Context: an optimization exercise on an open-source flow, tuned for a short achievable clock period and few clock cycles. The choices shown serve that exercise and are no tape-out recipe.
In this exercise RTL edits were held to simulation tests only and were not proved equivalent to the original. No driver is modelled on the clock port, so clocking that relies on it looks cheaper here than on a real chip.

Setup of before:
==> flow/design.v (excerpt) <==
module rs485_half_duplex_frame_buffer_top #(
   parameter int BUFFER_DEPTH = 64
) (
   input  logic                            clock,
   input  logic                            reset,
   input  logic                            req_valid,
   output logic                            req_stall,
   input  logic [rs485_pkg::MODE_W-1:0]    req_mode,
   input  logic [rs485_pkg::DATA_W-1:0]    req_data,
   input  logic                            req_last,
   input  logic [rs485_pkg::LIMIT_W-1:0]   req_read_limit,
   output logic                            rsp_valid,
   input  logic                            rsp_stall,
   output logic [rs485_pkg::KIND_W-1:0]    rsp_kind,
   output logic [rs485_pkg::DATA_W-1:0]    rsp_byte_out,
   output logic                            rsp_final_res,
   output logic                            rsp_driver_enable,
   output logic [rs485_pkg::COUNT_W-1:0]   rsp_byte_count,
   input  logic                            csr_wr_en,
   input  logic [rs485_pkg::TIMEOUT_W-1:0] csr_wr_data
);
==> flow/config.mk <==
export PLATFORM = sky130hd
export DESIGN_NAME = rs485_half_duplex_frame_buffer_top
export DESIGN_NICKNAME = rs485_half_duplex_frame_buffer_top
export VERILOG_FILES = /design/flow/design.v
export SDC_FILE = /design/flow/constraint.sdc
export NUM_CORES = 4
export LEC_CHECK = 0
export ABC_CLOCK_PERIOD_IN_PS = 1600
export CAP_MARGIN = 20
export CORE_MARGIN = 2
export CORE_UTILIZATION = 65
export PLACE_DENSITY = 0.7
export SETUP_SLACK_MARGIN = 2.8
export SLEW_MARGIN = 20
export TNS_END_PERCENT = 20
==> flow/constraint.sdc <==
create_clock -name core_clock -period 4.6 [get_ports {clock}]
set_input_delay 0.9200 -clock core_clock [delete_from_list [all_inputs] [get_ports {clock}]]
set_output_delay 0.9200 -clock core_clock [all_outputs]
set_load 0.01 [all_outputs]
standard.sh (not shown) runs the stock make flow with config.mk's settings and CLKGATE_MAP_FILE= SYNTH_SCRIPT=/design/flow/synth_recipe.tcl, a recipe that flattens the netlist after the stock synthesis.
==> flow/flow/run.sh <==
#!/bin/bash
# The standard ORFS layout, with three changes to how it is built:
#  - the port buffers are sky130_fd_sc_hd__buf_4 cells instead of the
#    delay-cell buffers buffer_ports picks by default;
#  - the resizer may change a cell to any cell of the same function
#    (MATCH_CELL_FOOTPRINT=0), not only one with the same footprint;
#  - clock tree synthesis clusters up to 30 sinks within 100 um per leaf
#    buffer and adds no dummy loads, which gives a tree with fewer levels and
#    a shorter insertion delay for every register alike.
# The whole make output goes to standard_flow.log; ORFS keeps each step's log
# under orfs/logs/.
set -euo pipefail
bash standard.sh "BUFFER_PORTS_ARGS=-buffer_cell sky130_fd_sc_hd__buf_4" \
   MATCH_CELL_FOOTPRINT=0 \
   "CTS_ARGS=-sink_clustering_enable -repair_clock_nets -sink_clustering_size 30 -sink_clustering_max_diameter 100 -dont_use_dummy_load" \
   finish > standard_flow.log 2>&1
Testbench counts of before, summed over its fixed seeds: cycles 9,281.
Modified inputs, after compared to before
diff --git a/flow/design.v b/flow/design.v
--- a/flow/design.v
+++ b/flow/design.v
@@ -85,20 +85,19 @@
 );
    localparam int D  = BUFFER_DEPTH;
    localparam int CW = $clog2(BUFFER_DEPTH + 1);
    localparam int RW = KIND_W + DATA_W + 1 + 1 + COUNT_W;
    logic                  r_valid, r_wr, r_rd, r_rx, r_txr, r_txd, r_tick;
    logic [DATA_W-1:0]     r_data;
    logic                  r_last;
    logic [CW-1:0]         r_lim;         
-   logic                  r_lim_hi;      
-   logic                  r_lim_nz, r_lim_1, r_lim_ge2, r_lim_ge3;   
+   logic                  r_lim_z, r_lim_1, r_lim_ge2, r_lim_ge3;
    logic                  le_ff, le_in;   
-   logic                  le;
+   logic                  lim_hi_in;
    logic                  stall_ff, stall_in;     
    logic                  ready_ff;               
    logic                  rst_q;
    logic                  ph_rx_ff, ph_tx_ff, ph_dr_ff;
    logic                  ph_rx_in, ph_tx_in, ph_dr_in;
    logic                  driving_ff, driving_in;
    logic [CW-1:0]         tx_cnt_ff, tx_cnt_in;
    logic [D-1:0]          tx_oh_ff, tx_oh_in;
@@ -156,22 +155,21 @@
       .head2  (rx_h2)
    );
    assign tx_byte  = tx_spend_ff ? tx_h1 : (tx_wpend_ff && tx_oh_ff[1]) ? wdata_q : tx_h0;
    assign rx_byte0 = (rx_wpend_ff && rx_oh_ff[1]) ? wdata_q : rx_h0;
    assign rx_byte1 = rx_spend_ff ? rx_h2 : rx_h1;
    assign tx_full   = tx_cnt_ff[CW-1];
    assign tx_new    = tx_full ? tx_cnt_ff : CW'(tx_cnt_ff + 1'b1);
    assign rx_len_p1 = CW'(rx_len_ff + 1'b1);
-   assign le    = r_lim_hi || le_ff;
-   assign n     = le ? rx_len_ff : r_lim;
-   assign n_nz  = r_lim_hi || r_lim_nz;                     
-   assign n_1   = rx_1 || (!r_lim_hi && r_lim_1);            
-   assign n_ge2 = rx_ge2 && (r_lim_hi || r_lim_ge2);
-   assign n_ge3 = rx_ge3 && (r_lim_hi || r_lim_ge3);
+   assign n     = le_ff ? rx_len_ff : r_lim;
+   assign n_nz  = !r_lim_z;                  
+   assign n_1   = rx_1 || r_lim_1;           
+   assign n_ge2 = rx_ge2 && r_lim_ge2;
+   assign n_ge3 = rx_ge3 && r_lim_ge3;
    assign ready   = ready_ff;
    assign strm    = rem_ge2 && !s_valid_ff;
    assign proc    = ready && r_valid;
    assign go_wr   = ready && r_wr && ph_rx_ff;
    assign go_rdz  = ready && r_rd && !rx_nz;
    assign go_rdfr = ready && r_rd && rx_nz && ige_ff;
    assign go_rx   = ready && r_rx && ph_rx_ff;
    assign go_txb  = ready && r_txr && ph_tx_ff && tx_nz;
@@ -242,26 +240,27 @@
       end else begin
          g_in = (csr_wr_data <= idle_ff);
       end
       tx_nz_in  = go_wr || (tx_nz && !go_txd && !(go_txb && tx_cnt_ff == CW'(1)));
       rx_nz_in  = go_rx || (rx_nz && !go_rdfr);
       rx_1_in   = go_rx ? (rx_len_ff[CW-1] || !rx_nz) : (rx_1 && !go_rdfr);
       rx_ge2_in = go_rx ? (rx_nz && !rx_len_ff[CW-1]) : (rx_ge2 && !go_rdfr);
       rx_ge3_in = go_rx ? (rx_ge2 && !rx_len_ff[CW-1]) : (rx_ge3 && !go_rdfr);
+      lim_hi_in = (req_read_limit[LIMIT_W-1:CW] != '0);
       if (!ready) begin
          le_in = le_ff;
       end else if (go_rx && rx_len_ff[CW-1]) begin
-         le_in = (req_read_limit[CW-1:0] != '0);
+         le_in = lim_hi_in || (req_read_limit[CW-1:0] != '0);
       end else if (go_rx) begin
-         le_in = (rx_len_ff < req_read_limit[CW-1:0]);
+         le_in = lim_hi_in || (rx_len_ff < req_read_limit[CW-1:0]);
       end else if (go_rdfr) begin
          le_in = 1'b1;
       end else begin
-         le_in = (rx_len_ff <= req_read_limit[CW-1:0]);
+         le_in = lim_hi_in || (rx_len_ff <= req_read_limit[CW-1:0]);
       end
       rem_in     = rem_ff;
       rem_ge2_in = rem_ge2;
       rem_ge3_in = rem_ge3;
       rem_2_in   = rem_2;
       total_in = total_ff;
       if (strm) begin
          rem_in     = CW'(rem_ff - 1'b1);
@@ -398,21 +397,20 @@
          rx_ge3     <= rx_ge3_in;
       end
    end
    always_ff @(posedge clock) begin
       if (ready) begin
          r_data    <= req_data;
          r_last    <= req_last;
          r_lim     <= req_read_limit[CW-1:0];
-         r_lim_hi  <= (req_read_limit[LIMIT_W-1:CW] != '0);
-         r_lim_nz  <= (req_read_limit[CW-1:0] != '0);
-         r_lim_1   <= (req_read_limit[CW-1:0] == CW'(1));
-         r_lim_ge2 <= (req_read_limit[CW-1:1] != '0);
-         r_lim_ge3 <= (req_read_limit[CW-1:2] != '0) || (req_read_limit[1:0] == 2'd3);
+         r_lim_z   <= (req_read_limit == '0);
+         r_lim_1   <= (req_read_limit == 16'd1);
+         r_lim_ge2 <= (req_read_limit[LIMIT_W-1:1] != '0);
+         r_lim_ge3 <= (req_read_limit[LIMIT_W-1:2] != '0) || (req_read_limit[1:0] == 2'd3);
       end
       total_ff <= total_in;
       wdata_q     <= r_data;
       tx_wpend_ff <= go_wr && !tx_full;
       tx_spend_ff <= go_txb;
       rx_wpend_ff <= go_rx;
       rx_spend_ff <= strm;
       if (!s_valid_ff) begin
Results
The post-CTS resize count of after is higher than that of before. Vertical die dimension of before is on par with after. Total of clock buffers placed in the layout went down slightly going from before to after. Any difference in number of flip-flops and latches in the synthesized netlist between after and before is small enough to ignore. before reports its start point of the critical path as o_ff[10]$_DFF_P_ while after reports o_ff[16]$_DFF_P_. Against before, after comes in 0.66 points higher on post-route clock period utilization. Compared with before, after improves design area.
Testbench counts of after, summed over its fixed seeds: cycles 9,281.

port drivers added, routing unchanged:
How much do the figures lean on ideal ports? The routed layouts below were timed once more, with nothing changed but the port constraints.
Step 1 (the two cells are an assumption about what drives the block):
set clk [get_ports {clock}]
set_driving_cell -lib_cell sky130_fd_sc_hd__clkbuf_16 $clk
set_driving_cell -lib_cell sky130_fd_sc_hd__buf_2 [delete_from_list [all_inputs] $clk]
Step 2 moves the port delays by t, midway between the first and last clock arrival at a register: inputs arrive t later, outputs are due t later. That takes back most of the time a late clock gives input paths.
Three values: ideal, step 1, step 2; two values: the first two.
run	t (ns)	slack for setup (ns)	slew at the worst register clock pin (ns)
before	0.704	2.567 / 2.504 / 2.088	0.12 / 0.12
after	0.697	2.537 / 2.473 / 1.888	0.12 / 0.12
After both steps every run listed still meets setup and hold. For after, which loses most, drivers alone change the setup slack by -0.064 ns; drivers and shift together by -0.649 ns.
